From an optimization exercise on the open Yosys and OpenROAD flow, aimed at small area and a short achievable clock period; shortcuts taken in it are not production practice.
At most, simulation tests tie the RTL to the original design; equivalence was not proved.
For runs 5 and 6, only the layout was checked, not whether the RTL still works.
Power and IR drop assume default switching activity.

**design/flow/config.mk**
```make
export PLATFORM = sky130hd
export DESIGN_NAME = wb_order_restorer
export DESIGN_NICKNAME = wb_order_restorer
export VERILOG_FILES = /design/flow/design.v
export SDC_FILE = /design/flow/constraint.sdc
export NUM_CORES = 4
export LEC_CHECK = 0
export CAP_MARGIN = 20
export CORE_MARGIN = 2
export CORE_UTILIZATION = 40
export SETUP_SLACK_MARGIN = 2.3
export SLEW_MARGIN = 20
```
**design/flow/run.sh**
```bash
#!/bin/bash
# synth_recipe.tcl (not shown) runs the flow's synth.tcl, then flattens the netlist and writes it again
# the make line also repeats each setting of config.mk as NAME=value (left out here)
make -C /OpenROAD-flow-scripts/flow DESIGN_CONFIG=/design/flow/config.mk WORK_HOME=/design/flow/orfs CLKGATE_MAP_FILE= SYNTH_SCRIPT=/design/flow/synth_recipe.tcl finish
```
**design/flow/design.v**
```verilog
package rv_pkg;
  localparam int REG_ADDR_W  = 5;
  localparam int COMMIT_XLEN = 32;
  typedef struct packed {
    logic [COMMIT_XLEN-1:0] pc;
    logic [REG_ADDR_W-1:0]  rd;
    logic                   we;
    logic [COMMIT_XLEN-1:0] data;
  } commit_entry_t;
  function automatic commit_entry_t force_fields(input commit_entry_t e, input logic valid);
    force_fields = e;
    if (!valid) force_fields = '0;
    else if (e.rd == '0) force_fields = {e.pc, e.rd, 1'b0, e.data};
  endfunction
endpackage
module commit_fifo_2w
#(
  parameter int DEPTH = 6
) (
  input  logic                  clk,
  input  logic                  rst_i,
  input  logic                  wr_open_nx,  
  input  logic [1:0]            wr_cnt,    
  input  logic                  wr0_l2,    
  input  logic                  wr1_l2,    
  input  rv_pkg::commit_entry_t lane1,
  input  rv_pkg::commit_entry_t lane2,
  input  logic [1:0]            rd_cnt,    
  output rv_pkg::commit_entry_t rd_e,      
  output rv_pkg::commit_entry_t rd_o,      
  output logic                  rd_swap    
);
  localparam int HD = DEPTH / 2;
  logic [69:0]      mem_e [0:HD-1];   
  logic [69:0]      mem_o [0:HD-1];
  logic [DEPTH-1:0] wr_ptr, rd_ptr;   
  logic [DEPTH-1:0] wr_ptr_nx, rd_ptr_nx;
  logic [HD-1:0]    wi_e_nx, wi_o_nx, ri_e_nx, ri_o_nx;
  logic             wr_odd, rd_odd;
  logic [HD-1:0]    wi_e, wi_o, ri_e, ri_o;
  logic [69:0]      din_e, din_o;
  function automatic logic [DEPTH-1:0] rot(input logic [DEPTH-1:0] p, input logic [1:0] n);
    case (n)
      2'd1:    rot = {p[DEPTH-2:0], p[DEPTH-1]};
      2'd2:    rot = {p[DEPTH-3:0], p[DEPTH-1:DEPTH-2]};
      default: rot = p;
    endcase
  endfunction
  assign wr_ptr_nx = rot(wr_ptr, wr_cnt);
  assign rd_ptr_nx = rot(rd_ptr, rd_cnt);
  always_comb begin
    for (int j = 0; j < HD; j++) begin
      wi_e_nx[j] = wr_open_nx & (wr_ptr_nx[2 * j] | wr_ptr_nx[(2 * j + DEPTH - 1) % DEPTH]);
      wi_o_nx[j] = wr_open_nx & (wr_ptr_nx[2 * j] | wr_ptr_nx[2 * j + 1]);
      ri_e_nx[j] = rd_ptr_nx[2 * j] | rd_ptr_nx[(2 * j + DEPTH - 1) % DEPTH];
      ri_o_nx[j] = rd_ptr_nx[2 * j] | rd_ptr_nx[2 * j + 1];
    end
  end
  always_ff @(posedge clk or posedge rst_i) begin
    if (rst_i) begin
      wr_ptr <= DEPTH'(1);
      rd_ptr <= DEPTH'(1);
      wr_odd <= 1'b0;
      rd_odd <= 1'b0;
      wi_e   <= HD'(1);
      wi_o   <= HD'(1);
      ri_e   <= HD'(1);
      ri_o   <= HD'(1);
    end else begin
      wr_ptr <= wr_ptr_nx;
      rd_ptr <= rd_ptr_nx;
      wr_odd <= wr_odd ^ wr_cnt[0];
      rd_odd <= rd_odd ^ rd_cnt[0];
      wi_e   <= wi_e_nx;
      wi_o   <= wi_o_nx;
      ri_e   <= ri_e_nx;
      ri_o   <= ri_o_nx;
    end
  end
  assign din_e = (wr_odd ? wr1_l2 : wr0_l2) ? lane2 : lane1;
  assign din_o = (wr_odd ? wr0_l2 : wr1_l2) ? lane2 : lane1;
  always_ff @(posedge clk) begin
    for (int j = 0; j < HD; j++) begin
      if (wi_e[j]) mem_e[j] <= din_e;
      if (wi_o[j]) mem_o[j] <= din_o;
    end
  end
  always_comb begin
    rd_e = '0;
    rd_o = '0;
    for (int j = 0; j < HD; j++) begin
      rd_e = rd_e | ({70{ri_e[j]}} & mem_e[j]);
      rd_o = rd_o | ({70{ri_o[j]}} & mem_o[j]);
    end
  end
  assign rd_swap = rd_odd;
endmodule
module wb_order_restorer
#(
  parameter int DEPTH = 8,
  parameter int XLEN  = 32
) (
  input  logic                    clk,
  input  logic                    rst_i,
  input  logic                    in_valid_i,
  output logic                    in_ready_o,
  input  logic                    order_change_i,
  input  logic                    l1_valid_i,
  input  logic [XLEN-1:0]         l1_pc_i,
  input  logic [rv_pkg::REG_ADDR_W-1:0]   l1_rd_i,
  input  logic                    l1_we_i,
  input  logic [XLEN-1:0]         l1_data_i,
  input  logic                    l2_valid_i,
  input  logic [XLEN-1:0]         l2_pc_i,
  input  logic [rv_pkg::REG_ADDR_W-1:0]   l2_rd_i,
  input  logic                    l2_we_i,
  input  logic [XLEN-1:0]         l2_data_i,
  output logic                    c0_valid_o,
  output logic [XLEN-1:0]         c0_pc_o,
  output logic [rv_pkg::REG_ADDR_W-1:0]   c0_rd_o,
  output logic                    c0_we_o,
  output logic [XLEN-1:0]         c0_data_o,
  output logic                    c1_valid_o,
  output logic [XLEN-1:0]         c1_pc_o,
  output logic [rv_pkg::REG_ADDR_W-1:0]   c1_rd_o,
  output logic                    c1_we_o,
  output logic [XLEN-1:0]         c1_data_o,
  input  logic                    commit_ready_i,
  output logic [$clog2(DEPTH):0]  occupancy_o
);
  localparam int CW = $clog2(DEPTH) + 1;
  logic [DEPTH:0]  occ, occ_pop, occ_nx;    
  logic [CW-1:0]   count, count_nx;
  logic            ready, c0_valid, c1_valid;
  logic            cr, accept, both;
  logic            z, one, three, ge2, ge3, ge4;
  logic            rem_ge2, rem_one;
  logic [1:0]      push_cnt, t_wr_cnt, t_rd_cnt;
  logic            n0_l2, n1_l2;
  logic            rd_swap;
  rv_pkg::commit_entry_t lane1, lane2, rd_e, rd_o, h0, h1, h0_nx, h1_nx;
  logic            h0_en, h0_hi, h1_en, h1_hi;
  logic [4:0]      h0_s, h1_s;
  assign cr     = commit_ready_i;
  assign accept = in_valid_i & ready;
  assign both   = l1_valid_i & l2_valid_i;
  assign push_cnt = accept ? {both, l1_valid_i ^ l2_valid_i} : 2'd0;
  assign z     = occ[0];
  assign one   = occ[1];
  assign three = occ[3];
  assign rem_ge2 = cr ? ge4 : ge2;
  assign rem_one = cr ? three : one;
  always_comb begin
    occ_pop = occ;
    if (cr) occ_pop = {2'b00, occ[DEPTH:3], occ[2] | occ[1] | occ[0]};
    case (push_cnt)
      2'd1:    occ_nx = {occ_pop[DEPTH-1:0], 1'b0};
      2'd2:    occ_nx = {occ_pop[DEPTH-2:0], 2'b00};
      default: occ_nx = occ_pop;
    endcase
    count_nx = '0;
    for (int k = 0; k <= DEPTH; k++)
      if (occ_nx[k]) count_nx = count_nx | CW'(k);
  end
  always_ff @(posedge clk or posedge rst_i) begin
    if (rst_i) begin
      occ      <= (DEPTH+1)'(1);
      count    <= '0;
      ready    <= 1'b1;
      c0_valid <= 1'b0;
      c1_valid <= 1'b0;
      ge2      <= 1'b0;
      ge3      <= 1'b0;
      ge4      <= 1'b0;
    end else begin
      occ      <= occ_nx;
      count    <= count_nx;
      ready    <= ~(occ_nx[DEPTH] | occ_nx[DEPTH-1]);
      c0_valid <= ~occ_nx[0];
      c1_valid <= ~(occ_nx[0] | occ_nx[1]);
      ge2      <= ~(occ_nx[0] | occ_nx[1]);
      ge3      <= ~(occ_nx[0] | occ_nx[1] | occ_nx[2]);
      ge4      <= ~(occ_nx[0] | occ_nx[1] | occ_nx[2] | occ_nx[3]);
    end
  end
  assign lane1 = {l1_pc_i, l1_rd_i, l1_we_i & (l1_rd_i != '0), l1_data_i};
  assign lane2 = {l2_pc_i, l2_rd_i, l2_we_i & (l2_rd_i != '0), l2_data_i};
  assign n0_l2 = order_change_i ? l2_valid_i : ~l1_valid_i;
  assign n1_l2 = ~order_change_i;
  assign t_rd_cnt = (cr & ge3) ? {ge4, ~ge4} : 2'd0;
  assign t_wr_cnt = rem_ge2 ? push_cnt : {1'b0, rem_one & push_cnt[1]};
  commit_fifo_2w #(.DEPTH(DEPTH - 2)) u_fifo (
    .clk     (clk),
    .rst_i   (rst_i),
    .wr_open_nx (~(occ_nx[DEPTH] | occ_nx[DEPTH-1])),
    .wr_cnt  (t_wr_cnt),
    .wr0_l2  (rem_ge2 ? n0_l2 : n1_l2),
    .wr1_l2  (n1_l2),
    .lane1   (lane1),
    .lane2   (lane2),
    .rd_cnt  (t_rd_cnt),
    .rd_e    (rd_e),
    .rd_o    (rd_o),
    .rd_swap (rd_swap)
  );
  assign h0_en = cr | z;
  assign h1_en = cr | z | one;
  assign h0_hi = ge3 ? rd_swap : n0_l2;
  assign h1_hi = ge4 ? ~rd_swap : (rem_one ? n0_l2 : n1_l2);
  assign h0_s  = {h0_en & ge3 & h0_hi, h0_en & ge3 & ~h0_hi,
                  h0_en & ~ge3 & h0_hi, h0_en & ~ge3 & ~h0_hi, ~h0_en};
  assign h1_s  = {h1_en & ge4 & h1_hi, h1_en & ge4 & ~h1_hi,
                  h1_en & ~ge4 & h1_hi, h1_en & ~ge4 & ~h1_hi, ~h1_en};
  assign h0_nx = ({70{h0_s[4]}} & rd_o) | ({70{h0_s[3]}} & rd_e) | ({70{h0_s[2]}} & lane2)
               | ({70{h0_s[1]}} & lane1) | ({70{h0_s[0]}} & h0);
  assign h1_nx = ({70{h1_s[4]}} & rd_o) | ({70{h1_s[3]}} & rd_e) | ({70{h1_s[2]}} & lane2)
               | ({70{h1_s[1]}} & lane1) | ({70{h1_s[0]}} & h1);
  always_ff @(posedge clk) begin
    h0 <= h0_nx;
    h1 <= h1_nx;
  end
  assign in_ready_o  = ready;
  assign c0_valid_o  = c0_valid;
  assign c0_pc_o     = h0.pc;
  assign c0_rd_o     = h0.rd;
  assign c0_we_o     = h0.we;
  assign c0_data_o   = h0.data;
  assign c1_valid_o  = c1_valid;
  assign c1_pc_o     = h1.pc;
  assign c1_rd_o     = h1.rd;
  assign c1_we_o     = h1.we;
  assign c1_data_o   = h1.data;
  assign occupancy_o = count;
endmodule
```
**design/flow/constraint.sdc**
```tcl
create_clock -name core_clock -period 4.6 [get_ports {clk}]
set_input_delay 0.9200 -clock core_clock [delete_from_list [all_inputs] [get_ports {clk}]]
set_output_delay 0.9200 -clock core_clock [all_outputs]
set_load 0.01 [all_outputs]
```
==> results.cfg, run 1 <==
[yosys]
seq_area_frac_synth_pct = 65.3
average_size_of_a_mapped_cell_sq_um = 13.7
async_flop_share_pct = 7.13
count_of_unique_library_cells_instantiated_by_yosys = 56
yosys_warnings = 4
number_of_register_bits_inferred_by_synthesis = 603
postSynthCellCount = 1850
syn_nets = 2002
synth-main-ff-cell = edfxtp_1
synth-edff-count = 420
synth_area_sq_mm = 0.0253

[clock_tree]
clock_sink_count = 603
htree_levels = 2
root_buffer = clkbuf_16
path_clk_slew_ns = 0.06
tritoncts = yes
tritoncts.num_buffers = 61
ctsHoldBuffers = 0
maximum_clock_insertion_buffer_count = 3
clk_latency_ns = 0.64

[final_layout]
post_route_cells_drive_above_1_share_pct = 17.1
layout.cells.non_filler = 3000
num-nets-final = 2252
syn_to_final_growth_pct = 25.8
final_area_sq_mm = 0.0318
post-route-util_pct = 50.7

[timing]
report.final.slew_viol_count = 0
final-setup-viol-count = 0
transition_time_of_the_tightest_slew_check_pin_ns = 1.10
fmax_ghz = 0.440
setup_repair_after_global_routing_missed_its_margin = false
setup-tns-final_ns = 0
final_hold_viol_count = 0
final.period_utilization_pct = 49.4
whs_ns = 0.488
period_needed_ns = 2.27
relSlewSlack_pct = 26.7
skew_ns = 0.0294

[setup_path]
worstPathBufferInverterCount = 1
crit_required_ns = 3.68
critical_path.max_stage_delay_ns = 0.41
slowest_stage = dfxtp_1
critical_path.reg2reg.startpoint = u_fifo.ri_e[0]
cpLargestDelayFamily = flip-flops
path_max_fanout = 2
crit_type = reg -> out
crit_chain = dlygate4sd2_1
setup_crit_start_kind = flip-flop
cp_data_arrival_time_ns = 1.35
end_kind = output pin
timing.reg2reg.worst_path_depth = 5
rr_endpoint = h1[34]
worst-r2r-setup-slack_ns = 2.37

[drt]
drc = 0
vias_per_cell = 6.28
route.detailed.wl_per_inst_microns = 28.5
drt_wl_total_microns = 85600
via_count = 18800
remaining_number_of_nets_flagged_by_the_antenna_check_after_routing = 0
first_pass_iters = 9
drt_iter0_markers = 3002

[placement]
hpwl_microns = 48100
dpl_cell_area_sq_mm = 0.0297
numPortBuffers = 293
place.detailed.instances = 2859
routabilityCongestion = 0.794

[grt]
grt_start_max_net_pins = 71
globalRouteOverflowTotal = 0
gr-usage-all-layers_pct = 25.4
grt_antenna_before_repair = 2
global_route_wire_length_before_repair_microns = 125000
number_of_global_route_vias_before_repair = 19200

[status]
run_status = timing/DRC/antenna clean

[power_and_ir_drop]
irDropWorstVdd_v = 0.000364
p_int_w = 0.0112
pwr-share-clk_pct = 30.1
power.density_mw_per_mm2 = 506
sequentialPowerShare_pct = 43.9
p_comb_share_pct = 26.0
switching_power_w = 0.00495
sw_frac_of_total_pct = 30.7
total_leakage_power_nw = 11.4

[floorplanning]
num_rows = 92
core_area_sq_mm = 0.0627
die_h_microns = 255
die_x_microns = 255
ioPinCount = 294
die_area_sq_mm = 0.0652
effective_utilization_at_floorplan_pct = 40.3

[min_path]
timing.hold.worst_path_depth = 2
hp-class = reg -> reg
hold_start = h0[23]
min_to = h0[23]

[job]
drv_cap = 0
placed cells by master (no fill, tap or decap), types with 10 or more instances in the layout:
cell,synthesis,final
nor2_1,86,85
o211ai_1,69,69
buf_12,0,16
nand2_1,39,39
clkdlybuf4s50_1,0,141
mux2_4,1,140
dlygate4sd2_1,0,143
a22oi_1,55,55
mux2i_1,79,79
dfxtp_1,140,136
buf_4,4,35
a221oi_1,24,24
a222oi_1,141,141
nand3_1,74,71
clkbuf_8,0,10
edfxtp_1,420,420
o21ai_0,81,75
clkinv_2,0,11
clkbuf_1,130,14
clkbuf_16,0,62
a21oi_1,68,61
a31oi_1,69,69
clkinv_1,0,10
o22ai_1,69,69
dfrtp_1,35,25
inv_1,23,20
stage by stage:
stage	worst slack, ns	power [W]
after global routing	2.30	0.0167
final	2.33	0.0161
after floorplan	2.06	0.00933
after global placement	0.927	0.0115
after detailed placement	0.834	0.0115
after CTS	2.24	0.0161
metal layers:
| layer | track usage (%) | up-vias | routed length, microns |
|---|---|---|---|
| li1 | - | 8075 | - |
| met1 | 33.5 | 9524 | 34200 |
| met2 | 42.1 | 1083 | 40900 |
| met3 | 4.65 | 163 | 8000 |
| met4 | 8.74 | 2 | 2430 |
| met5 | 0 | - | 13 |
power groups by stage:
stage	logic [W]	registers (W)	clock network, W
floorplan	0.00214	0.00719	0
global placement	0.00423	0.00724	0
detailed placement	0.00430	0.00724	0
CTS	0.00411	0.00707	0.00490
global route	0.00442	0.00714	0.00512
finish	0.00419	0.00707	0.00484
state kept, by name, indices dropped and copies added (netlist names), 3 cells and up:
| name | cells |
|---|---|
| u_fifo.wr_ptr | 6 |
| u_fifo.mem_o | 210 |
| u_fifo.rd_ptr | 6 |
| u_fifo.mem_e | 210 |
| count | 3 |
| u_fifo.wi_o | 3 |
| h0 | 70 |
| occ | 9 |
| u_fifo.ri_o | 3 |
| u_fifo.wi_e | 3 |
| h1 | 70 |
| u_fifo.ri_e | 3 |
cells by family after synthesis:
logic type	Yosys count	share of synthesized area, %
flip-flops	603	65.3
AO/OA/AOI/OAI	595	17.3
multiplexers	226	9.69
AND/OR/NAND/NOR	225	4.01
buffers and inverters	194	3.44
adder cells (fa/ha/maj)	5	0.247
XOR/XNOR	2	0.0693
final cells by class:
cell class              instances  area [sq um]
diodes                          2          5.00
inverters                      23          86.3
fillers                      5323         30900
repair buffers                354          3500
multi-input cells            1057          8650
well taps                     846          1060
clock buffers                  86          1740
clock inverters                29           213
flip-flops and latches        603         16600
synthesized netlist by cell type (3+ instances only):
cell type    n  share of area [%]
nand3_1     74                1.5
buf_6       14               0.62
dfxtp_1    140                 11
nand2b_1     3              0.074
o21ai_0     81                1.6
edfxtp_1   420                 50
a21oi_1     68                1.3
buf_2       18               0.36
o22ai_1     69                1.7
buf_1        5              0.074
or3_1        4              0.099
o21a_1       3              0.089
inv_1       23               0.34
clkbuf_1   130                1.9
nand2_1     39               0.58
dfrtp_1     35                3.5
a31oi_1     69                1.7
nor2_1      86                1.3
mux2i_1     79                3.1
mux2_2     117                5.2
a22oi_1     55                1.6
a222oi_1   141                5.6
or4_1        3              0.089
ha_1         5               0.25
mux2_1      29                1.3
o211ai_1    69                2.0
a221oi_1    24               0.83
dfstp_2      8               0.83
buf_4        4               0.12
worst reg2reg max path: stages (launching register included):
cell      delay (ns)
dfstp_4         0.93
buf_12          0.36
a222oi_1        0.25
mux2i_1         0.36
o22ai_1         0.12
a31oi_1         0.15
worst max-delay path by stage:
stage | depth (start not counted) | startpoint | end
6_report | 1 | h0[58] | c0_pc_o[20]
5_1_grt | 1 | h0[7] | c0_data_o[7]
4_1_cts | 5 | ge4 | u_fifo.mem_e[0][61]
3_5_place_dp | 6 | commit_ready_i | h1[65]
3_3_place_gp | 6 | commit_ready_i | u_fifo.mem_o[0][64]
2_1_floorplan | 9 | l2_valid_i | count[0]
repair_timing:
action	CTS	global route
pin swaps	4	6
gates resized for setup	199	17
setup buffers	9	10
endpoints found under the setup margin	731	305
gates cloned	5	0
==> run 2: changes to the inputs <==
==> design/flow/flow/run.sh (new file) <==
#!/bin/bash
# The standard synthesis and layout (standard.sh), except that from
# floorplan on the delay cells (clkdlybuf4s*, dlygate4sd*, dlymetal6s*) are
# added to the platform's don't-use list, so port buffering and repair use
# plain buffers. Synthesis runs first, unchanged. Each tool's output goes to a
# log file in this folder.
set -euo pipefail
bash standard.sh synth > synth.log 2>&1
# The platform's own don't-use list, as ORFS computes it for this config.
plat=$(make -C "$FLOW_HOME" DESIGN_CONFIG="$FLOW_CONFIG" WORK_HOME="$PWD/orfs" \
         print-DONT_USE_CELLS 2> print_dont_use.log | sed -n 's/^DONT_USE_CELLS: //p')
if [[ -z "$plat" ]]; then
  echo "could not read the platform's DONT_USE_CELLS" >&2
  exit 1
fi
dly=""
for c in clkdlybuf4s15_1 clkdlybuf4s15_2 clkdlybuf4s18_1 clkdlybuf4s18_2 \
         clkdlybuf4s25_1 clkdlybuf4s25_2 clkdlybuf4s50_1 clkdlybuf4s50_2 \
         dlygate4sd1_1 dlygate4sd2_1 dlygate4sd3_1 \
         dlymetal6s2s_1 dlymetal6s4s_1 dlymetal6s6s_1; do
  dly="$dly sky130_fd_sc_hd__$c"
done
echo "DONT_USE_CELLS=$plat$dly" > dont_use.txt
bash standard.sh "DONT_USE_CELLS=$plat$dly" finish > layout.log 2>&1
==> design/flow/standard.sh (new file) <==
#!/bin/bash
# synth_recipe.tcl (not shown) runs the flow's synth.tcl, then flattens the netlist and writes it again
# the make line also repeats each setting of config.mk as NAME=value (left out here)
make -C /OpenROAD-flow-scripts/flow DESIGN_CONFIG=/design/flow/config.mk WORK_HOME=/design/flow/orfs CLKGATE_MAP_FILE= SYNTH_SCRIPT=/design/flow/synth_recipe.tcl "${@:-finish}"
removed: design/flow/run.sh
==> run 2 against run 1 <==
Routed wire length decreased by 1.5%. Core utilization decreased by 2.4 points. Sequential share of layout area increased by 2.6 points. Worst hold slack got worse by 0.0098 ns. Worst setup slack got worse by 0.025 ns. Non-clock buffer count increased by 13. Cell count increased by 0.87%. Largest power group unchanged. Highest routed layer is now met4.
==> results.cfg, run 2 <==
[timing]
final_hold_viol_count = 0
relSlewSlack_pct = 22.9
setup-tns-final_ns = 0
setup_repair_after_global_routing_missed_its_margin = true
report.final.slew_viol_count = 0
whs_ns = 0.478
final-setup-viol-count = 0
transition_time_of_the_tightest_slew_check_pin_ns = 1.16
final.period_utilization_pct = 49.9
period_needed_ns = 2.30
skew_ns = 0.0298
fmax_ghz = 0.436

[final_layout]
final_area_sq_mm = 0.0303
top_library_cells_by_usage_in_the_layout_fill_and_taps_aside = 420 x edfxtp_1, 301 x buf_1, 141 x a222oi_1, 140 x mux2_4, 140 x dfxtp_1
post_route_cells_drive_above_1_share_pct = 16.4
reg.largest.list = u_fifo.mem_e (210), u_fifo.mem_o (210)
num-nets-final = 2270
syn_to_final_growth_pct = 19.8
layout.cells.non_filler = 3026
fill_cell_count = 5491
final_common_cell = edfxtp_1

[grt]
gr-usage-all-layers_pct = 24.4
grt_antenna_before_repair = 8
globalRouteOverflowTotal = 0
grt_start_max_net_pins = 71
number_of_global_route_vias_before_repair = 18800
global_route_wire_length_before_repair_microns = 121000

[clock_tree]
tritoncts.num_buffers = 67
htree_levels = 3
path_clk_slew_ns = 0.06
maximum_clock_insertion_buffer_count = 3
root_buffer = clkbuf_16
clock_sink_count = 603
clk_latency_ns = 0.61
tritoncts = yes
ctsHoldBuffers = 0

[yosys]
count_of_unique_library_cells_instantiated_by_yosys = 56
synthDominantCellAreaShare_pct = 49.9
average_size_of_a_mapped_cell_sq_um = 13.7
netlist_top_cells_area = edfxtp_1 50%, dfxtp_1 11%, a222oi_1 5.6%
syn_nets = 2002
most_common_cell_in_the_netlist = edfxtp_1
synth-edff-count = 420
async_flop_share_pct = 7.13
yosys-top-cells-count = 420 x edfxtp_1, 141 x a222oi_1, 140 x dfxtp_1
seq_area_frac_synth_pct = 65.3
number_of_register_bits_inferred_by_synthesis = 603
netlist.top_cell.by_area = edfxtp_1
yosys_warnings = 4
postSynthCellCount = 1850
synth-main-ff-cell = edfxtp_1
synth_area_sq_mm = 0.0253

[power_and_ir_drop]
irDropWorstVdd_v = 0.000295
power.total_w = 0.0161
total_leakage_power_nw = 10.3
power.density_mw_per_mm2 = 531

[status]
run_status = timing/DRC/antenna clean

[floorplanning]
core_area_sq_mm = 0.0627
effective_utilization_at_floorplan_pct = 40.3
die_x_microns = 255
ioPinCount = 294
num_rows = 92
die_area_sq_mm = 0.0652
die_h_microns = 255

[drt]
via_count = 19100
vias_per_cell = 6.31
drc = 0
remaining_number_of_nets_flagged_by_the_antenna_check_after_routing = 0
first_pass_iters = 10
drt_iter0_markers = 2384
drt_wl_total_microns = 84300
route.detailed.wl_per_inst_microns = 27.9

[setup_path]
end_kind = flip-flop
crit_type = in -> reg
cp_data_arrival_time_ns = 2.64
path_max_fanout = 18
setup_crit_start_kind = input pin
crit_required_ns = 4.94

[placement]
dpl_cell_area_sq_mm = 0.0277
numPortBuffers = 293
place.detailed.instances = 2862
hpwl_microns = 46600
routabilityCongestion = 0.792

[job]
drv_cap = 0

[min_path]
hp-class = reg -> reg
==> run 2: timing repair <==
action / in CTS / in global routing
setup buffers: 7 / 21
pin swaps: 4 / 7
endpoints found under the setup margin: 576 / 288
gates resized for setup: 36 / 21
cloned: 3 / 1
==> run 2: worst paths after layout <==
kind	cells past startpoint	from	to	slack [ns]
max reg2reg	5	u_fifo.ri_o[2]	h0[7]	2.34
min reg2reg	2	h0[49]	h0[49]	0.48
min	2	h0[49]	h0[49]	0.48
min in group asynchronous	3	rst_i	u_fifo.wr_ptr[3]	0.50
max in group asynchronous	3	rst_i	u_fifo.ri_o[1]	3.61
max	6	commit_ready_i	u_fifo.mem_e[1][4]	2.30
==> run 2: kinds of logic (layout without fill, tap and decap cells) <==
family          after synthesis  after routing  synth area share [%]
fa+ha+maj                     5              5                 0.247
buf+inv                     194            514                  3.44
other cells                   0              7                     0
compound gates              595            595                  17.3
xor+xnor                      2              2                0.0693
mux                         226            226                  9.69
simple gates                225            228                  4.01
flops                       603            603                  65.3
==> run 2: cell type report <==
cell class / count / area, sq um / area share [%]
flip-flops and latches: 603 / 16600 / 54.6
diodes: 7 / 17.5 / 0.0578
clock inverters: 19 / 194 / 0.640
repair buffers: 367 / 1790 / 5.92
multi-input cells: 1056 / 8650 / 28.5
clock buffers: 105 / 1940 / 6.41
inverters: 23 / 86.3 / 0.285
well taps: 846 / 1060 / 3.49
==> run 2: per-layer routing <==
layer | vias to the layer above | wire length [microns] | share of wire [%] | global-route usage (%)
met4 | 0 | 1950 | 2.3 | 8.27
met2 | 1118 | 40700 | 48 | 40.5
met3 | 151 | 7970 | 9.5 | 4.53
met1 | 9707 | 33600 | 40 | 32.3
met5 | - | 0 | 0 | 0
li1 | 8126 | - | - | -
==> run 2: critical path: stages <==
cell and delay [ns]:
clkbuf_4 0.19, mux2_4 0.31, a31oi_4 0.10, a41oi_4 0.34
bufbuf_16 0.43, mux2_4 0.33
==> run 2: stage by stage <==
| step | utilization (%) | setup WS [ns] |
|---|---|---|
| 3_3_place_gp | 44.1 | 1.12 |
| 2_1_floorplan | - | 2.06 |
| 6_report | 48.3 | 2.30 |
| 4_1_cts | 47.9 | 2.27 |
| 3_5_place_dp | 44.2 | 0.994 |
| 5_1_grt | 48.3 | 2.28 |
==> run 2: power breakdown <==
group / leakage, nW / switching [W] / internal [W]
logic: 3.81 / 0.00241 / 0.00144
registers: 5.48 / 0.000455 / 0.00655
clock network: 1.04 / 0.00216 / 0.00309
==> run 3: changes to the inputs <==
--- a/design/flow/config.mk
+++ b/design/flow/config.mk
@@ -9,4 +9,4 @@
 export CORE_MARGIN = 2
 export CORE_UTILIZATION = 40
-export SETUP_SLACK_MARGIN = 2.3
+export SETUP_SLACK_MARGIN = 2.0
 export SLEW_MARGIN = 20
==> run 3 against run 2 <==
Sequential cell count stayed put. Clock power is 1% higher. Count of clock-buffer cells in the layout is 3 lower. Register-to-register slack worse by 0.22 ns. Global-route usage is 0.075 points higher. Fmax is 11% lower. Die area stayed put. Sequential share of layout area is 1.6 points higher. Combinational power is 11% lower. Worst setup slack worse by 0.28 ns. Non-clock buffer count is 26 lower.
==> results.cfg, run 3 <==
[clock_tree]
tritoncts = yes
tritoncts.num_buffers = 66
ctsHoldBuffers = 0
path_clk_slew_ns = 0.06
clk_latency_ns = 0.61
clock_sink_count = 603
root_buffer = clkbuf_16
maximum_clock_insertion_buffer_count = 3
htree_levels = 3

[power_and_ir_drop]
pwr-share-clk_pct = 33.5
power.density_mw_per_mm2 = 537
switching_power_w = 0.00491
p_int_w = 0.0109
sequentialPowerShare_pct = 44.8
irDropWorstVdd_v = 0.000326
p_comb_share_pct = 21.7
total_leakage_power_nw = 9.61
sw_frac_of_total_pct = 31.1

[setup_path]
critical_path.max_stage_delay_ns = 0.43
worst-r2r-setup-slack_ns = 2.12
crit_type = in -> reg
slowest_stage = or4_1
cp_data_arrival_time_ns = 3.03
crit_chain = buf_2 > ha_1 > nand3_2 > inv_2 > ha_4 > and3b_1 > o21ai_2 > o311ai_1 > or4_1
worstPathBufferInverterCount = 2
end_kind = flip-flop
path_max_fanout = 22
crit_required_ns = 5.06
setup_crit_start_kind = input pin
cpLargestDelayFamily = simple AND/OR/NAND/NOR gates

[final_layout]
final_common_cell = edfxtp_1
post_route_cells_drive_above_1_share_pct = 14.6
fill_cell_count = 5569
reg.largest.list = u_fifo.mem_e (210), u_fifo.mem_o (210)
final_area_sq_mm = 0.0294
top_library_cells_by_usage_in_the_layout_fill_and_taps_aside = 420 x edfxtp_1, 291 x buf_1, 141 x a222oi_1, 140 x dfxtp_1, 116 x mux2_2
num-nets-final = 2242
syn_to_final_growth_pct = 16.4

[status]
run_status = timing/DRC/antenna clean

[grt]
globalRouteOverflowTotal = 0
number_of_global_route_vias_before_repair = 19000
grt_start_max_net_pins = 71
gr-usage-all-layers_pct = 24.5
global_route_wire_length_before_repair_microns = 121000
grt_antenna_before_repair = 4

[yosys]
synth-compound-area-share_pct = 17.3
synthAdderAreaFrac_pct = 0.247
netlist_top_cells_area = edfxtp_1 50%, dfxtp_1 11%, a222oi_1 5.6%
number_of_register_bits_inferred_by_synthesis = 603
synth_simple_gate_area_share_pct = 4.01
postSynthCellCount = 1850
synth-main-ff-cell = edfxtp_1
syn_nets = 2002
async_flop_share_pct = 7.13
proportion_of_synthesized_area_in_mux_cells_pct = 9.69
most_common_cell_in_the_netlist = edfxtp_1
synth-edff-count = 420
dominant_combinational_cell_family_by_area_after_synthesis = compound AO/OA/AOI/OAI gates
netlist.top_cell.by_area = edfxtp_1
synthDominantCellAreaShare_pct = 49.9
synth_area_sq_mm = 0.0253
yosys_warnings = 4
count_of_unique_library_cells_instantiated_by_yosys = 56
yosys-top-cells-count = 420 x edfxtp_1, 141 x a222oi_1, 140 x dfxtp_1
seq_area_frac_synth_pct = 65.3
synthXorXnorAreaFrac_pct = 0.0693
average_size_of_a_mapped_cell_sq_um = 13.7

[floorplanning]
num_rows = 92
die_x_microns = 255
core_area_sq_mm = 0.0627
die_h_microns = 255
die_area_sq_mm = 0.0652
effective_utilization_at_floorplan_pct = 40.3
ioPinCount = 294

[drt]
vias_per_cell = 6.31
drt_iter0_markers = 2696
remaining_number_of_nets_flagged_by_the_antenna_check_after_routing = 0
drc = 0
via_count = 18900
drt_wl_total_microns = 83900
first_pass_iters = 9
route.detailed.wl_per_inst_microns = 28.0

[timing]
final.period_utilization_pct = 55.9
setup-tns-final_ns = 0
setup_repair_after_global_routing_missed_its_margin = true
relSlewSlack_pct = 24.0
report.final.slew_viol_count = 0
final_hold_viol_count = 0
transition_time_of_the_tightest_slew_check_pin_ns = 1.14
final-setup-viol-count = 0
fmax_ghz = 0.389
skew_ns = 0.0195
period_needed_ns = 2.57
final.setup.worst_slack_ns = 2.03

[placement]
dpl_cell_area_sq_mm = 0.0271
numPortBuffers = 293
place_ws_ns = 0.948
routabilityCongestion = 0.784
hpwl_microns = 46800

[min_path]
hp-class = reg -> reg

[job]
drv_cap = 0
run 3: cell counts after synthesis:
No cell type changed its count.
run 3: worst register-to-register path: cells and delay by family, from the launching register on:
kind	cells	cell delay (ns)
multiplexers	2	0.73
flip-flops	1	0.60
buffers and inverters	1	0.42
AO/OA/AOI/OAI	2	0.47
run 3: routing by layer:
layer	share of wire, %	global-route usage [%]	vias up	wire length [microns]
met2	49	41.3	1149	40800
met1	39	31.6	9522	32700
met3	10	4.39	151	8410
met4	2.4	8.89	4	2000
li1	-	-	8066	-
met5	0.031	0	-	26
run 3: layout make-up:
cell class / count / area, sq um / share of cell area [%]
sequential: 603 / 16500 / 56.2
timing repair buffer: 341 / 1480 / 5.02
antenna: 2 / 5.00 / 0.0170
inverter: 23 / 86.3 / 0.293
clock inverter: 20 / 198 / 0.672
clock buffer: 102 / 2000 / 6.81
tap: 846 / 1060 / 3.60
multi-input combinational: 1055 / 8050 / 27.4
run 3: through the flow:
stage	instances	hold slack (ns)	utilization, %	total power (W)
final	2992	0.481	46.9	0.0158
after global placement	2862	0.468	43.2	0.0104
after detailed placement	2862	0.466	43.2	0.0105
after floorplan	1850	0.497	-	0.00913
after global routing	2992	0.502	46.9	0.0164
after CTS	2986	0.480	46.8	0.0158
run 3: logic make-up after synthesis:
| logic type | count (synthesis) |
|---|---|
| and+or+nand+nor | 225 |
| buffers and inverters | 194 |
| xor gates and xnor gates | 2 |
| AOI/OAI and AO/OA | 595 |
| adders and majority gates | 5 |
| muxes | 226 |
| DFF | 603 |
run 3: repair_timing:
item | in CTS | in global routing
pin swaps | 1 | 1
endpoints found under the setup margin | 535 | 273
gates resized for setup | 6 | 14
buffers inserted | 2 | 2
cloned | 0 | 2
run 3: power groups by stage:
stage | combinational [W] | sequential, W | clock, W
after global placement | 0.00326 | 0.00717 | 0
after floorplan | 0.00194 | 0.00719 | 0
final | 0.00343 | 0.00708 | 0.00529
after CTS | 0.00337 | 0.00707 | 0.00538
after global routing | 0.00365 | 0.00714 | 0.00559
after detailed placement | 0.00336 | 0.00718 | 0
run 3: path summary, 6_finish.rpt:
path | from | to | depth (start not counted)
setup / recovery | l2_valid_i | count[0] | 9
hold / removal | h0[7] | h0[7] | 2
setup reg to reg | ge4 | u_fifo.mem_e[2][25] | 5
hold reg to reg | h0[7] | h0[7] | 2
max in group asynchronous | rst_i | u_fifo.ri_o[2] | 2
min in group asynchronous | rst_i | u_fifo.wr_ptr[5] | 2
==> run 4: changes to the inputs <==
--- a/design/flow/config.mk
+++ b/design/flow/config.mk
@@ -8,5 +8,5 @@
 export CAP_MARGIN = 20
 export CORE_MARGIN = 2
-export CORE_UTILIZATION = 40
-export SETUP_SLACK_MARGIN = 2.0
+export CORE_UTILIZATION = 60
+export SETUP_SLACK_MARGIN = 2.3
 export SLEW_MARGIN = 20
==> run 4 against run 3 <==
Still clean. Clock skew is 0.0063 ns lower. Via count is 1.4% higher. Design area is 0.43% higher. Critical path depth is 3 lower. Die area is 33% lower. Core utilization is 24 points higher. Clock power is 6.4% lower. Synthesized area stayed put. Worst setup slack better by 0.28 ns. Combinational power is about 10% higher. Sequential cell count stayed put. Critical endpoint is now u_fifo.mem_e[1][9]. Largest cell class unchanged. Largest power group unchanged.
==> results.cfg, run 4 <==
[grt]
grt_start_max_net_pins = 71
global_route_wire_length_before_repair_microns = 116000
grt_antenna_before_repair = 8
gr-usage-all-layers_pct = 35.6
globalRouteOverflowTotal = 0
number_of_global_route_vias_before_repair = 18900

[yosys]
synthDominantCellAreaShare_pct = 49.9
postSynthCellCount = 1850
netlist.top_cell.by_area = edfxtp_1
most_common_cell_in_the_netlist = edfxtp_1
synth-main-ff-cell = edfxtp_1
netlist_top_cells_area = edfxtp_1 50%, dfxtp_1 11%, a222oi_1 5.6%
average_size_of_a_mapped_cell_sq_um = 13.7
syn_nets = 2002
yosys-top-cells-count = 420 x edfxtp_1, 141 x a222oi_1, 140 x dfxtp_1
synth_area_sq_mm = 0.0253
seq_area_frac_synth_pct = 65.3
async_flop_share_pct = 7.13
synth-edff-count = 420
count_of_unique_library_cells_instantiated_by_yosys = 56
yosys_warnings = 4
number_of_register_bits_inferred_by_synthesis = 603

[setup_path]
cp_data_arrival_time_ns = 2.65
critical_path.max_stage_delay_ns = 0.42
cpLargestDelayFamily = buffers and inverters
crit_chain = buf_6 > mux2_4 > a41oi_4 > buf_6 > bufbuf_16 > mux2_4
worstPathBufferInverterCount = 3
crit_required_ns = 4.96
timing.reg2reg.worst_path_depth = 4
critical_path.reg2reg.startpoint = u_fifo.ri_o[0]
path_max_fanout = 28
setup_crit_start_kind = input pin
end_kind = flip-flop
worst-r2r-setup-slack_ns = 2.31
slowest_stage = bufbuf_16
crit_type = in -> reg
rr_endpoint = h1[68]

[placement]
place_ws_ns = 0.958
hpwl_microns = 42300
numPortBuffers = 293
routabilityCongestion = 0.793

[drt]
via_count = 19200
remaining_number_of_nets_flagged_by_the_antenna_check_after_routing = 0
drc = 0
first_pass_iters = 8
drt_iter0_markers = 2829
route.detailed.wl_per_inst_microns = 30.1
vias_per_cell = 7.16
drt_wl_total_microns = 80500

[clock_tree]
root_buffer = clkbuf_16
tritoncts = yes
path_clk_slew_ns = 0.06
ctsHoldBuffers = 0
clk_latency_ns = 0.63
maximum_clock_insertion_buffer_count = 3
clock_sink_count = 603
htree_levels = 2
tritoncts.num_buffers = 60

[timing]
setup_repair_after_global_routing_missed_its_margin = true
final_hold_viol_count = 0
final-setup-viol-count = 0
report.final.slew_viol_count = 0
relSlewSlack_pct = 19.3
fmax_ghz = 0.437
transition_time_of_the_tightest_slew_check_pin_ns = 1.21
final.setup.worst_slack_ns = 2.31
period_needed_ns = 2.29
setup-tns-final_ns = 0
skew_ns = 0.0132
final.period_utilization_pct = 49.8

[final_layout]
fill_cell_count = 2982
num-nets-final = 2235
syn_to_final_growth_pct = 16.9
reg.largest.list = u_fifo.mem_e (210), u_fifo.mem_o (210)
post_route_cells_drive_above_1_share_pct = 15.9
post-route-util_pct = 70.8
top_library_cells_by_usage_in_the_layout_fill_and_taps_aside = 420 x edfxtp_1, 292 x buf_1, 141 x a222oi_1, 140 x mux2_4, 140 x dfxtp_1
final_common_cell = edfxtp_1

[floorplanning]
die_h_microns = 209
die_x_microns = 209
effective_utilization_at_floorplan_pct = 60.5
die_area_sq_mm = 0.0438
ioPinCount = 294
num_rows = 75
core_area_sq_mm = 0.0418

[power_and_ir_drop]
power.density_mw_per_mm2 = 534
irDropWorstVdd_v = 0.000369
power.total_w = 0.0158
total_leakage_power_nw = 10.2

[job]
drv_cap = 0

[status]
run_status = timing/DRC/antenna clean

[min_path]
hp-class = in -> async
[run 4: changes by cell type in the layout (fill, tap and decap cells not counted), moves of 5 or more]
cell	delta
a21oi_1	-6
a21oi_2	+5
buf_4	-7
bufinv_16	+5
clkbuf_16	-9
clkbuf_8	-6
clkinv_1	+5
clkinv_2	+7
mux2_1	-29
mux2_2	-109
mux2_4	+138
[run 4: what timing repair did]
item                                    4_1_cts  5_1_grt
endpoints found under the hold margin         0        0
gates cloned                                  2        2
endpoints found under the setup margin      577      387
buffers inserted                              4        4
pin swaps                                     1        3
gates resized for setup                      25       20
[run 4: cell type report]
class	instances	area [sq um]	area share (%)
Antenna cell	6	15.0	0.0508
Clock buffer	82	1660	5.60
Clock inverter	29	314	1.06
Inverter	23	86.3	0.292
Multi-Input combinational cell	1054	8650	29.3
Sequential cell	603	16600	56.0
Tap cell	539	674	2.28
Timing Repair Buffer	341	1610	5.43
[run 4: layer usage]
layer	wire, microns	vias to the layer above	share of wire [%]	track usage [%]
met5	32	-	0.040	0
met4	2310	6	2.9	11.6
met3	9560	158	12	7.32
met2	37700	1296	47	57.9
met1	30900	9644	38	48.6
li1	-	8051	-	-
[run 4: how the worst max path moves through the flow]
stage                         startpoint                  end  slack [ns]  cells past startpoint
after floorplan               l2_valid_i             count[0]        2.06                      9
after global placement    commit_ready_i               h0[50]        1.04                      6
after detailed placement  commit_ready_i               h0[49]        0.96                      6
after CTS                 commit_ready_i  u_fifo.mem_e[0][44]        2.30                      7
after global routing      u_fifo.ri_o[0]               h1[32]        2.25                      4
final                     commit_ready_i   u_fifo.mem_e[1][9]        2.31                      6
[run 4: metrics by stage]
stage                     cells  hold slack [ns]  area, sq um
after global placement     2547            0.453        27300
after CTS                  2664            0.476        29400
after detailed placement   2547            0.462        27300
after floorplan            1850            0.494        25900
after global routing       2672            0.262        29500
final                      2677            0.237        29500
[run 4: logic make-up after synthesis]
kind of cell	synth area share [%]
flip-flops	65.3
buffers and inverters	3.44
XOR/XNOR	0.0693
AND/OR/NAND/NOR	4.01
adder cells (fa/ha/maj)	0.247
multiplexers	9.69
AO/OA/AOI/OAI	17.3
[run 4: power by group]
group          internal (W)  leakage (nW)  switching [W]  total [W]
clock network       0.00289         0.971        0.00206    0.00495
registers           0.00654          5.48       0.000509    0.00705
logic               0.00143          3.72        0.00236    0.00378
==> run 5: changes to the inputs <==
--- a/design/flow/design.v
+++ b/design/flow/design.v
@@ -22,6 +22,6 @@
   input  logic                  wr_open_nx,  
   input  logic [1:0]            wr_cnt,    
-  input  logic                  wr0_l2,    
-  input  logic                  wr1_l2,    
+  input  logic                  din_e_l2,  
+  input  logic                  din_o_l2,  
   input  rv_pkg::commit_entry_t lane1,
   input  rv_pkg::commit_entry_t lane2,
@@ -29,5 +29,7 @@
   output rv_pkg::commit_entry_t rd_e,      
   output rv_pkg::commit_entry_t rd_o,      
-  output logic                  rd_swap    
+  output logic                  wr_odd,    
+  output logic                  wr_odd_nx,
+  output logic                  rd_odd_nx  
 );
   localparam int HD = DEPTH / 2;
@@ -36,7 +38,7 @@
   logic [DEPTH-1:0] wr_ptr, rd_ptr;   
   logic [DEPTH-1:0] wr_ptr_nx, rd_ptr_nx;
+  logic             rd_odd;
+  logic [HD-1:0]    wi_e, wi_o, ri_e, ri_o;
   logic [HD-1:0]    wi_e_nx, wi_o_nx, ri_e_nx, ri_o_nx;
-  logic             wr_odd, rd_odd;
-  logic [HD-1:0]    wi_e, wi_o, ri_e, ri_o;
   logic [69:0]      din_e, din_o;
   function automatic logic [DEPTH-1:0] rot(input logic [DEPTH-1:0] p, input logic [1:0] n);
@@ -49,4 +51,6 @@
   assign wr_ptr_nx = rot(wr_ptr, wr_cnt);
   assign rd_ptr_nx = rot(rd_ptr, rd_cnt);
+  assign wr_odd_nx = wr_odd ^ wr_cnt[0];
+  assign rd_odd_nx = rd_odd ^ rd_cnt[0];
   always_comb begin
     for (int j = 0; j < HD; j++) begin
@@ -70,6 +74,6 @@
       wr_ptr <= wr_ptr_nx;
       rd_ptr <= rd_ptr_nx;
-      wr_odd <= wr_odd ^ wr_cnt[0];
-      rd_odd <= rd_odd ^ rd_cnt[0];
+      wr_odd <= wr_odd_nx;
+      rd_odd <= rd_odd_nx;
       wi_e   <= wi_e_nx;
       wi_o   <= wi_o_nx;
@@ -78,6 +82,6 @@
     end
   end
-  assign din_e = (wr_odd ? wr1_l2 : wr0_l2) ? lane2 : lane1;
-  assign din_o = (wr_odd ? wr0_l2 : wr1_l2) ? lane2 : lane1;
+  assign din_e = din_e_l2 ? lane2 : lane1;
+  assign din_o = din_o_l2 ? lane2 : lane1;
   always_ff @(posedge clk) begin
     for (int j = 0; j < HD; j++) begin
@@ -94,5 +98,4 @@
     end
   end
-  assign rd_swap = rd_odd;
 endmodule
 module wb_order_restorer
@@ -135,10 +138,13 @@
   logic            cr, accept, both;
   logic            z, one, three, ge2, ge3, ge4;
+  logic            ge2_nx, ge3_nx, ge4_nx;
   logic            rem_ge2, rem_one;
   logic [1:0]      push_cnt, t_wr_cnt, t_rd_cnt;
   logic            n0_l2, n1_l2;
-  logic            rd_swap;
+  logic            wr_odd, wr_odd_nx, rd_odd_nx;
+  logic            h0_o, h0_e, h1_o, h1_e;    
+  logic            e_n0_cr, e_n0_nc, o_n0_cr, o_n0_nc;   
+  logic            h0_ln, h1_ln, h1_l2;
   rv_pkg::commit_entry_t lane1, lane2, rd_e, rd_o, h0, h1, h0_nx, h1_nx;
-  logic            h0_en, h0_hi, h1_en, h1_hi;
   logic [4:0]      h0_s, h1_s;
   assign cr     = commit_ready_i;
@@ -163,4 +169,7 @@
       if (occ_nx[k]) count_nx = count_nx | CW'(k);
   end
+  assign ge2_nx = ~(occ_nx[0] | occ_nx[1]);
+  assign ge3_nx = ~(occ_nx[0] | occ_nx[1] | occ_nx[2]);
+  assign ge4_nx = ~(occ_nx[0] | occ_nx[1] | occ_nx[2] | occ_nx[3]);
   always_ff @(posedge clk or posedge rst_i) begin
     if (rst_i) begin
@@ -173,4 +182,12 @@
       ge3      <= 1'b0;
       ge4      <= 1'b0;
+      h0_o     <= 1'b0;
+      h0_e     <= 1'b0;
+      h1_o     <= 1'b0;
+      h1_e     <= 1'b0;
+      e_n0_cr  <= 1'b0;
+      e_n0_nc  <= 1'b0;
+      o_n0_cr  <= 1'b0;
+      o_n0_nc  <= 1'b0;
     end else begin
       occ      <= occ_nx;
@@ -178,8 +195,16 @@
       ready    <= ~(occ_nx[DEPTH] | occ_nx[DEPTH-1]);
       c0_valid <= ~occ_nx[0];
-      c1_valid <= ~(occ_nx[0] | occ_nx[1]);
-      ge2      <= ~(occ_nx[0] | occ_nx[1]);
-      ge3      <= ~(occ_nx[0] | occ_nx[1] | occ_nx[2]);
-      ge4      <= ~(occ_nx[0] | occ_nx[1] | occ_nx[2] | occ_nx[3]);
+      c1_valid <= ge2_nx;
+      ge2      <= ge2_nx;
+      ge3      <= ge3_nx;
+      ge4      <= ge4_nx;
+      h0_o     <= ge3_nx &  rd_odd_nx;
+      h0_e     <= ge3_nx & ~rd_odd_nx;
+      h1_o     <= ge4_nx & ~rd_odd_nx;
+      h1_e     <= ge4_nx &  rd_odd_nx;
+      e_n0_cr  <= ~wr_odd_nx & ge4_nx;
+      e_n0_nc  <= ~wr_odd_nx & ge2_nx;
+      o_n0_cr  <=  wr_odd_nx & ge4_nx;
+      o_n0_nc  <=  wr_odd_nx & ge2_nx;
     end
   end
@@ -191,25 +216,24 @@
   assign t_wr_cnt = rem_ge2 ? push_cnt : {1'b0, rem_one & push_cnt[1]};
   commit_fifo_2w #(.DEPTH(DEPTH - 2)) u_fifo (
-    .clk     (clk),
-    .rst_i   (rst_i),
+    .clk        (clk),
+    .rst_i      (rst_i),
     .wr_open_nx (~(occ_nx[DEPTH] | occ_nx[DEPTH-1])),
-    .wr_cnt  (t_wr_cnt),
-    .wr0_l2  (rem_ge2 ? n0_l2 : n1_l2),
-    .wr1_l2  (n1_l2),
-    .lane1   (lane1),
-    .lane2   (lane2),
-    .rd_cnt  (t_rd_cnt),
-    .rd_e    (rd_e),
-    .rd_o    (rd_o),
-    .rd_swap (rd_swap)
+    .wr_cnt     (t_wr_cnt),
+    .din_e_l2   ((cr ? e_n0_cr : e_n0_nc) ? n0_l2 : n1_l2),
+    .din_o_l2   ((cr ? o_n0_cr : o_n0_nc) ? n0_l2 : n1_l2),
+    .lane1      (lane1),
+    .lane2      (lane2),
+    .rd_cnt     (t_rd_cnt),
+    .rd_e       (rd_e),
+    .rd_o       (rd_o),
+    .wr_odd     (wr_odd),
+    .wr_odd_nx  (wr_odd_nx),
+    .rd_odd_nx  (rd_odd_nx)
   );
-  assign h0_en = cr | z;
-  assign h1_en = cr | z | one;
-  assign h0_hi = ge3 ? rd_swap : n0_l2;
-  assign h1_hi = ge4 ? ~rd_swap : (rem_one ? n0_l2 : n1_l2);
-  assign h0_s  = {h0_en & ge3 & h0_hi, h0_en & ge3 & ~h0_hi,
-                  h0_en & ~ge3 & h0_hi, h0_en & ~ge3 & ~h0_hi, ~h0_en};
-  assign h1_s  = {h1_en & ge4 & h1_hi, h1_en & ge4 & ~h1_hi,
-                  h1_en & ~ge4 & h1_hi, h1_en & ~ge4 & ~h1_hi, ~h1_en};
+  assign h0_ln = cr ? ~ge3 : z;                          
+  assign h1_ln = cr ? ~ge4 : (z | one);                  
+  assign h1_l2 = (cr ? three : one) ? n0_l2 : n1_l2;     
+  assign h0_s  = {cr & h0_o, cr & h0_e, h0_ln & n0_l2, h0_ln & ~n0_l2, ~(cr | z)};
+  assign h1_s  = {cr & h1_o, cr & h1_e, h1_ln & h1_l2, h1_ln & ~h1_l2, ~(cr | z | one)};
   assign h0_nx = ({70{h0_s[4]}} & rd_o) | ({70{h0_s[3]}} & rd_e) | ({70{h0_s[2]}} & lane2)
                | ({70{h0_s[1]}} & lane1) | ({70{h0_s[0]}} & h0);
--- a/design/flow/config.mk
+++ b/design/flow/config.mk
@@ -8,5 +8,5 @@
 export CAP_MARGIN = 20
 export CORE_MARGIN = 2
-export CORE_UTILIZATION = 60
+export CORE_UTILIZATION = 40
 export SETUP_SLACK_MARGIN = 2.3
 export SLEW_MARGIN = 20
==> run 5 against run 4 <==
Synthesized area decreased by 2.1%. Core utilization decreased by 22 points. Die area increased by 46%. Global-route usage decreased by 11 points. Clock skew increased by 0.013 ns. Sequential cell count increased by 8. Clock power increased by 4.4%. Fmax decreased by 0.34%. Design area increased by 2.3%. Synthesized cell count decreased by 7.6%. Routed wire length increased by 0.55%. Cell count increased by 5.8%. Critical endpoint is now count[0]. Largest power group unchanged.
==> results.cfg, run 5 <==
[min_path]
hp-class = reg -> reg
min_to = h0[57]
hold_start = h0[57]
timing.hold.worst_path_depth = 2

[timing]
final-setup-viol-count = 0
setup_repair_after_global_routing_missed_its_margin = true
final.period_utilization_pct = 49.9
setup-tns-final_ns = 0
period_needed_ns = 2.30
whs_ns = 0.469
transition_time_of_the_tightest_slew_check_pin_ns = 1.22
skew_ns = 0.0264
report.final.slew_viol_count = 0
final_hold_viol_count = 0
final.setup.worst_slack_ns = 2.30
relSlewSlack_pct = 18.5
fmax_ghz = 0.435

[power_and_ir_drop]
irDropWorstVdd_v = 0.000297
power.density_mw_per_mm2 = 505
total_leakage_power_nw = 10.1

[yosys]
number_of_register_bits_inferred_by_synthesis = 611
async_flop_share_pct = 8.35
synth-compound-area-share_pct = 18.6
proportion_of_synthesized_area_in_mux_cells_pct = 7.03
yosys_warnings = 4
synthXorXnorAreaFrac_pct = 0.0354
dominant_combinational_cell_family_by_area_after_synthesis = compound AO/OA/AOI/OAI gates
syn_nets = 1861
synth_simple_gate_area_share_pct = 3.45
seq_area_frac_synth_pct = 67.5
most_common_cell_in_the_netlist = edfxtp_1
yosys-top-cells-count = 420 x edfxtp_1, 143 x mux2_2, 140 x a222oi_1, 140 x dfxtp_1, 98 x nor2_1
netlist_top_cells_area = edfxtp_1 51%, dfxtp_1 11%, mux2_2 6.5%
synthDominantCellAreaShare_pct = 50.9
netlist.top_cell.by_area = edfxtp_1
count_of_unique_library_cells_instantiated_by_yosys = 46
average_size_of_a_mapped_cell_sq_um = 14.5
synth-edff-count = 420
synth_area_sq_mm = 0.0248
synth-main-ff-cell = edfxtp_1
postSynthCellCount = 1709
synthAdderAreaFrac_pct = 0.253

[floorplanning]
effective_utilization_at_floorplan_pct = 40.3
die_x_microns = 253
die_h_microns = 253
num_rows = 91
ioPinCount = 294
die_area_sq_mm = 0.0639
core_area_sq_mm = 0.0615

[grt]
globalRouteOverflowTotal = 0
grt_antenna_before_repair = 4
global_route_wire_length_before_repair_microns = 116000
number_of_global_route_vias_before_repair = 18200
grt_start_max_net_pins = 71
gr-usage-all-layers_pct = 24.6

[final_layout]
post_route_cells_drive_above_1_share_pct = 21.5
reg.largest.list = u_fifo.mem_e (210), u_fifo.mem_o (210)
final_common_cell = edfxtp_1
top_library_cells_by_usage_in_the_layout_fill_and_taps_aside = 420 x edfxtp_1, 304 x buf_1, 142 x mux2_4, 140 x a222oi_1, 140 x dfxtp_1
num-nets-final = 2142
fill_cell_count = 5346
syn_to_final_growth_pct = 22.1

[setup_path]
rr_endpoint = h1[15]
timing.reg2reg.worst_path_depth = 3
cp_common_cell = ha_4
setup_crit_start_kind = input pin
worstPathBufferInverterCount = 3
path_max_fanout = 5
slowest_stage = or4_4
crit_required_ns = 5.06
critical_path.max_stage_delay_ns = 0.51
crit_type = in -> reg
crit_chain = buf_12 > ha_4 > nand3_4 > inv_2 > ha_4 > buf_8 > nand2b_4 > o211ai_1 > a21o_1 > or4_4
cp_data_arrival_time_ns = 2.76
critical_path.reg2reg.startpoint = u_fifo.ri_o[1]
cpLargestDelayFamily = simple AND/OR/NAND/NOR gates
end_kind = flip-flop
worst-r2r-setup-slack_ns = 2.30

[clock_tree]
htree_levels = 3
clock_sink_count = 611
clk_latency_ns = 0.61
path_clk_slew_ns = 0.06
tritoncts.num_buffers = 66
ctsHoldBuffers = 0
tritoncts = yes
maximum_clock_insertion_buffer_count = 3
root_buffer = clkbuf_16

[placement]
place_ws_ns = 1.17
numPortBuffers = 293
routabilityCongestion = 0.767
hpwl_microns = 43600

[drt]
first_pass_iters = 8
drt_iter0_markers = 2123
vias_per_cell = 6.34
route.detailed.wl_per_inst_microns = 28.6
drt_wl_total_microns = 80900
remaining_number_of_nets_flagged_by_the_antenna_check_after_routing = 0
drc = 0
via_count = 18000

[status]
run_status = timing/DRC/antenna clean

[job]
drv_cap = 0
run 5: changes by cell type after synthesis, moves of 44 or more:
cell / delta
a31oi_1: -67
mux2i_1: -69
a22oi_1: -48
a2bb2oi_1: +69
o22ai_1: -68
a221oi_1: +48
a221o_1: +70
nand3_1: -71
nand2_1: +44
run 5: logic make-up after synthesis:
logic type | count (synthesis)
DFF | 611
AOI/OAI and AO/OA | 553
and+or+nand+nor | 208
buffers and inverters | 176
muxes | 155
adders and majority gates | 5
xor gates and xnor gates | 1
run 5: routing by layer:
metal | wire, microns | up-vias | GRT usage [%]
li1 | - | 7669 | -
met1 | 32100 | 9146 | 32.3
met2 | 39800 | 1001 | 41.6
met3 | 7040 | 142 | 3.92
met4 | 2030 | 2 | 8.57
met5 | 11 | - | 0
run 5: worst max-delay path by stage:
stage | from | end | cells after the start
2_1_floorplan | l1_valid_i | count[0] | 9
3_3_place_gp | commit_ready_i | u_fifo.mem_e[0][55] | 5
5_1_grt | commit_ready_i | u_fifo.wi_o[0] | 9
3_5_place_dp | commit_ready_i | h1[1] | 6
4_1_cts | l2_valid_i | count[0] | 10
6_report | l2_valid_i | count[0] | 10
run 5: tightest hold or removal path: stages, from the launching register on:
cell      delay, ns
dfxtp_1        0.32
nand2_1        0.05
o211ai_1       0.06
run 5: metrics by stage:
stage / instances / area, sq um / util, % / power, W
2_1_floorplan: 1709 / 26100 / - / 0.00892
4_1_cts: 2813 / 30000 / 48.8 / 0.0153
3_3_place_gp: 2679 / 27700 / 45.0 / 0.00998
5_1_grt: 2832 / 30200 / 49.2 / 0.0158
3_5_place_dp: 2679 / 27700 / 45.0 / 0.0101
6_report: 2833 / 30200 / 49.2 / 0.0153
run 5: layout make-up:
| cell class | instances | area (sq um) | area share, % |
|---|---|---|---|
| sequential | 611 | 16700 | 55.4 |
| multi-input combinational | 923 | 8590 | 28.4 |
| clock buffer | 99 | 1930 | 6.39 |
| timing repair buffer | 360 | 1690 | 5.60 |
| tap | 790 | 988 | 3.27 |
| clock inverter | 19 | 156 | 0.517 |
| inverter | 28 | 109 | 0.360 |
| antenna | 3 | 7.51 | 0.0248 |
run 5: power breakdown:
group / total, W / internal, W / switching (W)
registers: 0.00685 / 0.00649 / 0.000357
logic: 0.00324 / 0.00125 / 0.00199
clock network: 0.00517 / 0.00302 / 0.00215
total: 0.0153 / 0.0108 / 0.00449
run 5: what timing repair did:
action | in CTS | in global routing
setup buffers | 15 | 15
cloned | 1 | 0
resized for setup | 35 | 30
pin swaps | 5 | 14
endpoints found under the setup margin | 585 | 197
==> run 6: changes to the inputs <==
--- a/design/flow/config.mk
+++ b/design/flow/config.mk
@@ -8,5 +8,5 @@
 export CAP_MARGIN = 20
 export CORE_MARGIN = 2
-export CORE_UTILIZATION = 40
-export SETUP_SLACK_MARGIN = 2.3
+export CORE_UTILIZATION = 60
+export SETUP_SLACK_MARGIN = 2.5
 export SLEW_MARGIN = 20
==> run 6 against run 5 <==
Still clean on timing, DRC and antenna. Global-route usage up 10 points. First-iteration DRC count up 40%. Sequential cell count unchanged. Fmax about the same. Routed wire length down 3.7%. Count of clock-buffer cells in the layout down 2. Core utilization up 26 points. Sequential share of layout area down 0.38 points. Total power down 0.39%. Clock skew down 0.0064 ns. Critical path type unchanged. Largest power group unchanged.
==> results.cfg, run 6 <==
[placement]
routabilityCongestion = 0.806
numPortBuffers = 293
dpl_cell_area_sq_mm = 0.0274
hpwl_microns = 40600

[final_layout]
final_area_sq_mm = 0.0305
top_library_cells_by_usage_in_the_layout_fill_and_taps_aside = 420 x edfxtp_1, 283 x buf_1, 142 x mux2_4, 140 x a222oi_1, 132 x dfxtp_1
syn_to_final_growth_pct = 23.0
reg.largest.list = u_fifo.mem_e (210), u_fifo.mem_o (210)
post_route_cells_drive_above_1_share_pct = 25.5
final_common_cell = edfxtp_1
num-nets-final = 2193

[grt]
global_route_wire_length_before_repair_microns = 113000
number_of_global_route_vias_before_repair = 18300
grt_antenna_before_repair = 8
gr-usage-all-layers_pct = 34.7
grt_start_max_net_pins = 71
globalRouteOverflowTotal = 0

[yosys]
synth_area_sq_mm = 0.0248
synth_simple_gate_area_share_pct = 3.45
synth-edff-count = 420
most_common_cell_in_the_netlist = edfxtp_1
synth-main-ff-cell = edfxtp_1
yosys_warnings = 4
synthXorXnorAreaFrac_pct = 0.0354
synth-compound-area-share_pct = 18.6
dominant_combinational_cell_family_by_area_after_synthesis = compound AO/OA/AOI/OAI gates
netlist_top_cells_area = edfxtp_1 51%, dfxtp_1 11%, mux2_2 6.5%
synthAdderAreaFrac_pct = 0.253
number_of_register_bits_inferred_by_synthesis = 611
seq_area_frac_synth_pct = 67.5
async_flop_share_pct = 8.35
synthDominantCellAreaShare_pct = 50.9
yosys-top-cells-count = 420 x edfxtp_1, 143 x mux2_2, 140 x a222oi_1, 140 x dfxtp_1, 98 x nor2_1
netlist.top_cell.by_area = edfxtp_1
proportion_of_synthesized_area_in_mux_cells_pct = 7.03
postSynthCellCount = 1709
syn_nets = 1861
average_size_of_a_mapped_cell_sq_um = 14.5
count_of_unique_library_cells_instantiated_by_yosys = 46

[power_and_ir_drop]
p_comb_share_pct = 22.2
power.total_w = 0.0152
pwr-share-clk_pct = 32.7
power.density_mw_per_mm2 = 499
irDropWorstVdd_v = 0.000354
sequentialPowerShare_pct = 45.1
total_leakage_power_nw = 10.4
sw_frac_of_total_pct = 29.0
switching_power_w = 0.00441
p_int_w = 0.0108

[timing]
fmax_ghz = 0.435
relSlewSlack_pct = 21.4
final-setup-viol-count = 0
final_hold_viol_count = 0
whs_ns = 0.283
setup_repair_after_global_routing_missed_its_margin = true
report.final.slew_viol_count = 0
transition_time_of_the_tightest_slew_check_pin_ns = 1.18
period_needed_ns = 2.30
skew_ns = 0.0200
final.period_utilization_pct = 50.0
setup-tns-final_ns = 0

[floorplanning]
ioPinCount = 294
die_area_sq_mm = 0.0429
effective_utilization_at_floorplan_pct = 60.8
die_h_microns = 207
core_area_sq_mm = 0.0407
die_x_microns = 207
num_rows = 74

[setup_path]
cp_data_arrival_time_ns = 2.78
crit_type = in -> reg
setup_crit_start_kind = input pin
path_max_fanout = 6
crit_required_ns = 5.08
end_kind = flip-flop

[clock_tree]
clk_latency_ns = 0.62
path_clk_slew_ns = 0.07
root_buffer = clkbuf_16
clock_sink_count = 611
maximum_clock_insertion_buffer_count = 3
tritoncts = yes
htree_levels = 2
ctsHoldBuffers = 0
tritoncts.num_buffers = 60

[drt]
via_count = 18500
drt_wl_total_microns = 78000
remaining_number_of_nets_flagged_by_the_antenna_check_after_routing = 0
drc = 0
first_pass_iters = 8
route.detailed.wl_per_inst_microns = 29.6
vias_per_cell = 7.03
drt_iter0_markers = 2964

[status]
run_status = timing/DRC/antenna clean

[min_path]
hp-class = in -> async

[job]
drv_cap = 0
-- run 6: final cells by class --
class | count | area [sq um]
inverter | 28 | 113
clock inverter | 15 | 184
tap | 532 | 666
fill | 2654 | 10300
clock buffer | 97 | 1820
antenna | 8 | 20.0
sequential | 611 | 16800
timing repair buffer | 417 | 2200
multi-input combinational | 923 | 8690
-- run 6: final timing paths --
kind	endpoint	from	slack [ns]	cells after the start
max	count[2]	l2_valid_i	2.30	10
min	u_fifo.wr_ptr[2]	rst_i	0.28	2
max reg2reg	count[2]	ready	2.31	7
min reg2reg	h0[68]	h0[68]	0.48	2
max in group asynchronous	u_fifo.ri_o[0]	rst_i	3.76	3
min in group core_clock	h0[68]	h0[68]	0.48	2
-- run 6: cells by family (layout without fill, tap and decap cells) --
family | Yosys count | count (layout)
compound gates | 553 | 554
xor+xnor | 1 | 1
fa+ha+maj | 5 | 5
buf+inv | 176 | 557
flops | 611 | 611
mux | 155 | 155
other cells | 0 | 8
simple gates | 208 | 208
-- run 6: metrics by stage --
stage	util, %	setup WS [ns]	cells
finish	74.8	2.30	2631
global route	74.7	2.21	2626
detailed placement	67.3	1.10	2423
floorplan	-	1.95	1709
global placement	67.3	1.18	2423
CTS	73.8	2.39	2597
-- run 6: timing repair --
item	CTS	global route
endpoints found under the setup margin	618	406
gates cloned	4	1
buffers inserted	58	24
resized for setup	92	64
pin swaps	33	32
-- run 6: routing by layer --
metal	wire (microns)	up-vias	track usage (%)
li1	-	7793	-
met1	29400	9280	46.5
met2	36900	1250	56.2
met3	9230	183	7.28
met4	2420	2	12.7
met5	13	-	0
-- run 6: power by group through the flow --
stage          clock, W  sequential (W)  combinational (W)
2_1_floorplan         0         0.00703            0.00193
6_report        0.00497         0.00686            0.00337
3_3_place_gp          0         0.00693            0.00298
5_1_grt         0.00520         0.00689            0.00353
3_5_place_dp          0         0.00694            0.00305
4_1_cts         0.00498         0.00684            0.00325
-- run 6: critical path, cell delays in order --
cell	delay, ns
buf_12	0.10
ha_4	0.24
nand3_4	0.08
inv_2	0.04
ha_4	0.32
nand2b_4	0.15
o211ai_1	0.16
buf_2	0.16
a31o_2	0.21
or4_1	0.40

## port drivers added, routing unchanged
The flow's constraints put no driver on any port. The routed layouts listed below were extracted and timed again, unchanged, in two steps.
Step 1 sets driving cells, clkbuf_16 on the clock port and buf_2 on the other inputs (assumed; they add their load-dependent delay and slew).
Step 2 also shifts input and output timing later by t, the mid clock arrival at the registers, as if the neighbouring blocks saw the same clock.
a / b / c = ideal ports / drivers / drivers and shift; a / b = the first two.
run	t (ns)	slack for setup (ns)	worst setup path at the end	latest minus earliest clock arrival (ns)
run 1	0.686	2.328 / 2.270 / 1.685	input to register	0.034 / 0.034
run 2	0.659	2.304 / 2.292 / 1.633	input to register	0.033 / 0.033
run 3	0.659	2.027 / 2.062 / 1.404	input to register	0.023 / 0.023
run 4	0.677	2.311 / 2.280 / 1.654	input to register	0.018 / 0.019
run 5	0.651	2.303 / 2.289 / 1.665	input to register	0.026 / 0.026
run 6	0.665	2.302 / 2.311 / 1.646	input to register	0.024 / 0.024
After both steps every run listed still meets setup and hold. For run 2, which loses most, drivers alone change the setup slack by -0.012 ns; drivers and shift together by -0.671 ns.
